From an optimization exercise on the open Yosys and OpenROAD flow, aimed at small area, a short achievable clock period and few clock cycles per item; shortcuts taken in it are not production practice.

==> flow/design.v (excerpt) <==
module gimli_permutation_core #(
  parameter int NUMBER_OF_ROUNDS = 24
) (
  input  logic         clk,
  input  logic         rst,
  input  logic [383:0] din_state,
  input  logic         din_valid,
  output logic         din_ready,
  output logic [383:0] dout_state,
  output logic         dout_valid,
  input  logic         dout_ready,
  output logic         busy
);
  localparam int K = 4;
  logic         r_run;     
  logic         r_done;    
  logic [4:0]   r_round;   
  logic [383:0] r_state;
  logic         w_take;
  logic         w_last;
  logic [4:0]   w_round_base;
  logic [K:0][383:0] w_blk;
  assign din_ready = !r_run && (!r_done || dout_ready);
  assign w_take    = din_valid && din_ready;
  assign w_last    = (r_round == 5'(K));
  assign w_round_base = (K % 4 == 0) ? {r_round[4:2], 2'b00} :
                        (K % 2 == 0) ? {r_round[4:1], 1'b0} : r_round;
  for (genvar j = 0; j < K; j++) begin : g_rnd
    gimli_round #(
      .STATIC_PHASE ((K % 4 == 0) || (K % 2 == 0 && j % 2 == 1)),
      .PHASE        ((4 - (j % 4)) % 4)
    ) u_round (
      .i_state (w_blk[j]),
  ...
==> module gimli_permutation_core, before the edit <==
module gimli_permutation_core #(
  parameter int NUMBER_OF_ROUNDS = 24
) (
  input  logic         clk,
  input  logic         rst,
  input  logic [383:0] din_state,
  input  logic         din_valid,
  output logic         din_ready,
  output logic [383:0] dout_state,
  output logic         dout_valid,
  input  logic         dout_ready,
  output logic         busy
);
  localparam int K = 4;
  logic         r_run;     
  logic         r_done;    
  logic [4:0]   r_round;   
  logic [383:0] r_state;
  logic         w_take;
  logic         w_last;
  logic [4:0]   w_round_base;
  logic [K:0][383:0] w_blk;
  assign din_ready = !r_run && (!r_done || dout_ready);
  assign w_take    = din_valid && din_ready;
  assign w_last    = (r_round == 5'(K));
  assign w_round_base = (K % 4 == 0) ? {r_round[4:2], 2'b00} :
                        (K % 2 == 0) ? {r_round[4:1], 1'b0} : r_round;
  for (genvar j = 0; j < K; j++) begin : g_rnd
    gimli_round #(
      .STATIC_PHASE ((K % 4 == 0) || (K % 2 == 0 && j % 2 == 1)),
      .PHASE        ((4 - (j % 4)) % 4)
    ) u_round (
      .i_state (w_blk[j]),
      .i_round (w_round_base - 5'(j)),
      .o_state (w_blk[j+1])
    );
  end
  assign w_blk[0] = r_state;
  always_ff @(posedge clk) begin
    if (w_take)     r_state <= din_state;
    else if (r_run) r_state <= w_blk[K];
  end
  always_ff @(posedge clk or posedge rst) begin
    if (rst) begin
      r_run   <= 1'b0;
      r_done  <= 1'b0;
      r_round <= 5'(NUMBER_OF_ROUNDS);
    end else if (r_run) begin
      if (w_last) begin
        r_run   <= 1'b0;
        r_done  <= 1'b1;
        r_round <= 5'(NUMBER_OF_ROUNDS);
      end else begin
        r_round <= r_round - 5'(K);
      end
    end else if (w_take) begin
      r_run  <= 1'b1;
      r_done <= 1'b0;
    end else if (r_done && dout_ready) begin
      r_done <= 1'b0;
    end
  end
  assign busy       = r_run && !rst;
  assign dout_valid = r_done && !rst;
  assign dout_state = r_state;
endmodule
Settings: LEC_CHECK=0, CAP_MARGIN=20, CORE_MARGIN=2, CORE_UTILIZATION=40, PLACE_DENSITY=0.6, SLEW_MARGIN=20; clock period 3.5 ns.
run.sh (not shown) runs the stock make flow with config.mk's settings and CLKGATE_MAP_FILE= SYNTH_SCRIPT=/design/flow/synth_recipe.tcl, a recipe that flattens the netlist after the stock synthesis.
The first run finished but failed the layout checks on setup timing.
Rerun with:
--- a/flow/design.v
+++ b/flow/design.v
@@ -70,33 +70,31 @@
   logic         r_run;     
   logic         r_done;    
   logic [4:0]   r_round;   
   logic [383:0] r_state;
   logic         w_take;
   logic         w_last;
-  logic [4:0]   w_round_base;
+  logic [383:0] w_blk_in;
   logic [K:0][383:0] w_blk;
   assign din_ready = !r_run && (!r_done || dout_ready);
   assign w_take    = din_valid && din_ready;
   assign w_last    = (r_round == 5'(K));
-  assign w_round_base = (K % 4 == 0) ? {r_round[4:2], 2'b00} :
-                        (K % 2 == 0) ? {r_round[4:1], 1'b0} : r_round;
+  assign w_blk_in = r_run ? r_state : din_state;
+  assign w_blk[0] = w_blk_in;
   for (genvar j = 0; j < K; j++) begin : g_rnd
     gimli_round #(
-      .STATIC_PHASE ((K % 4 == 0) || (K % 2 == 0 && j % 2 == 1)),
+      .STATIC_PHASE (K % 4 == 0),
       .PHASE        ((4 - (j % 4)) % 4)
     ) u_round (
       .i_state (w_blk[j]),
-      .i_round (w_round_base - 5'(j)),
+      .i_round (r_round - 5'(j)),
       .o_state (w_blk[j+1])
     );
   end
-  assign w_blk[0] = r_state;
   always_ff @(posedge clk) begin
-    if (w_take)     r_state <= din_state;
-    else if (r_run) r_state <= w_blk[K];
+    if (r_run || w_take) r_state <= w_blk[K];
   end
   always_ff @(posedge clk or posedge rst) begin
     if (rst) begin
       r_run   <= 1'b0;
       r_done  <= 1'b0;
       r_round <= 5'(NUMBER_OF_ROUNDS);
@@ -106,14 +104,19 @@
         r_done  <= 1'b1;
         r_round <= 5'(NUMBER_OF_ROUNDS);
       end else begin
         r_round <= r_round - 5'(K);
       end
     end else if (w_take) begin
-      r_run  <= 1'b1;
-      r_done <= 1'b0;
+      if (NUMBER_OF_ROUNDS == K) begin
+        r_done  <= 1'b1;
+      end else begin
+        r_run   <= 1'b1;
+        r_done  <= 1'b0;
+        r_round <= r_round - 5'(K);
+      end
     end else if (r_done && dout_ready) begin
       r_done <= 1'b0;
     end
   end
   assign busy       = r_run && !rst;
   assign dout_valid = r_done && !rst;
After rerunning: The new run finished but failed the layout checks on setup timing. Register-to-register slack is worse by 0.66 ns. Routed wire length shrinks by 1.5%. Global-route usage fell by 2.2 points. Final cell count increases by about 4%. Synthesized area is higher by about 10%. Core utilization is lower by 8.9 points. Die area goes up by 9.7%. Clock skew fell by 0.0090 ns.
No run of this note included a check of the RTL's function; only the layout flow was run.

[afterwards: timing with drivers on the ports]
No port has a modelled driver above. Below, the same layouts with a new extraction and two added sets of constraints.
Step 1: set_driving_cell puts a clkbuf_16 on clk and a buf_2 on each other input, an assumption about the parent block.
Step 2 also shifts input and output timing later by t, the mid clock arrival at the registers, as if the neighbouring blocks saw the same clock.
Slacks: no drivers / after step 1 / after step 2; pairs: no drivers / after step 1.
run | shift t [ns] | setup slack, ns | slew at the worst register clock pin (ns) | cell pins on the clock port's net
the first run | 0.748 | -0.281 / -0.281 / -0.281 | 0.07 / 0.07 | 1
the second run | 0.750 | -0.944 / -0.944 / -1.146 | 0.07 / 0.07 | 1
The setup slack of the second run, which loses most, moves by 0.000 ns with the drivers and by -0.202 ns with both steps.
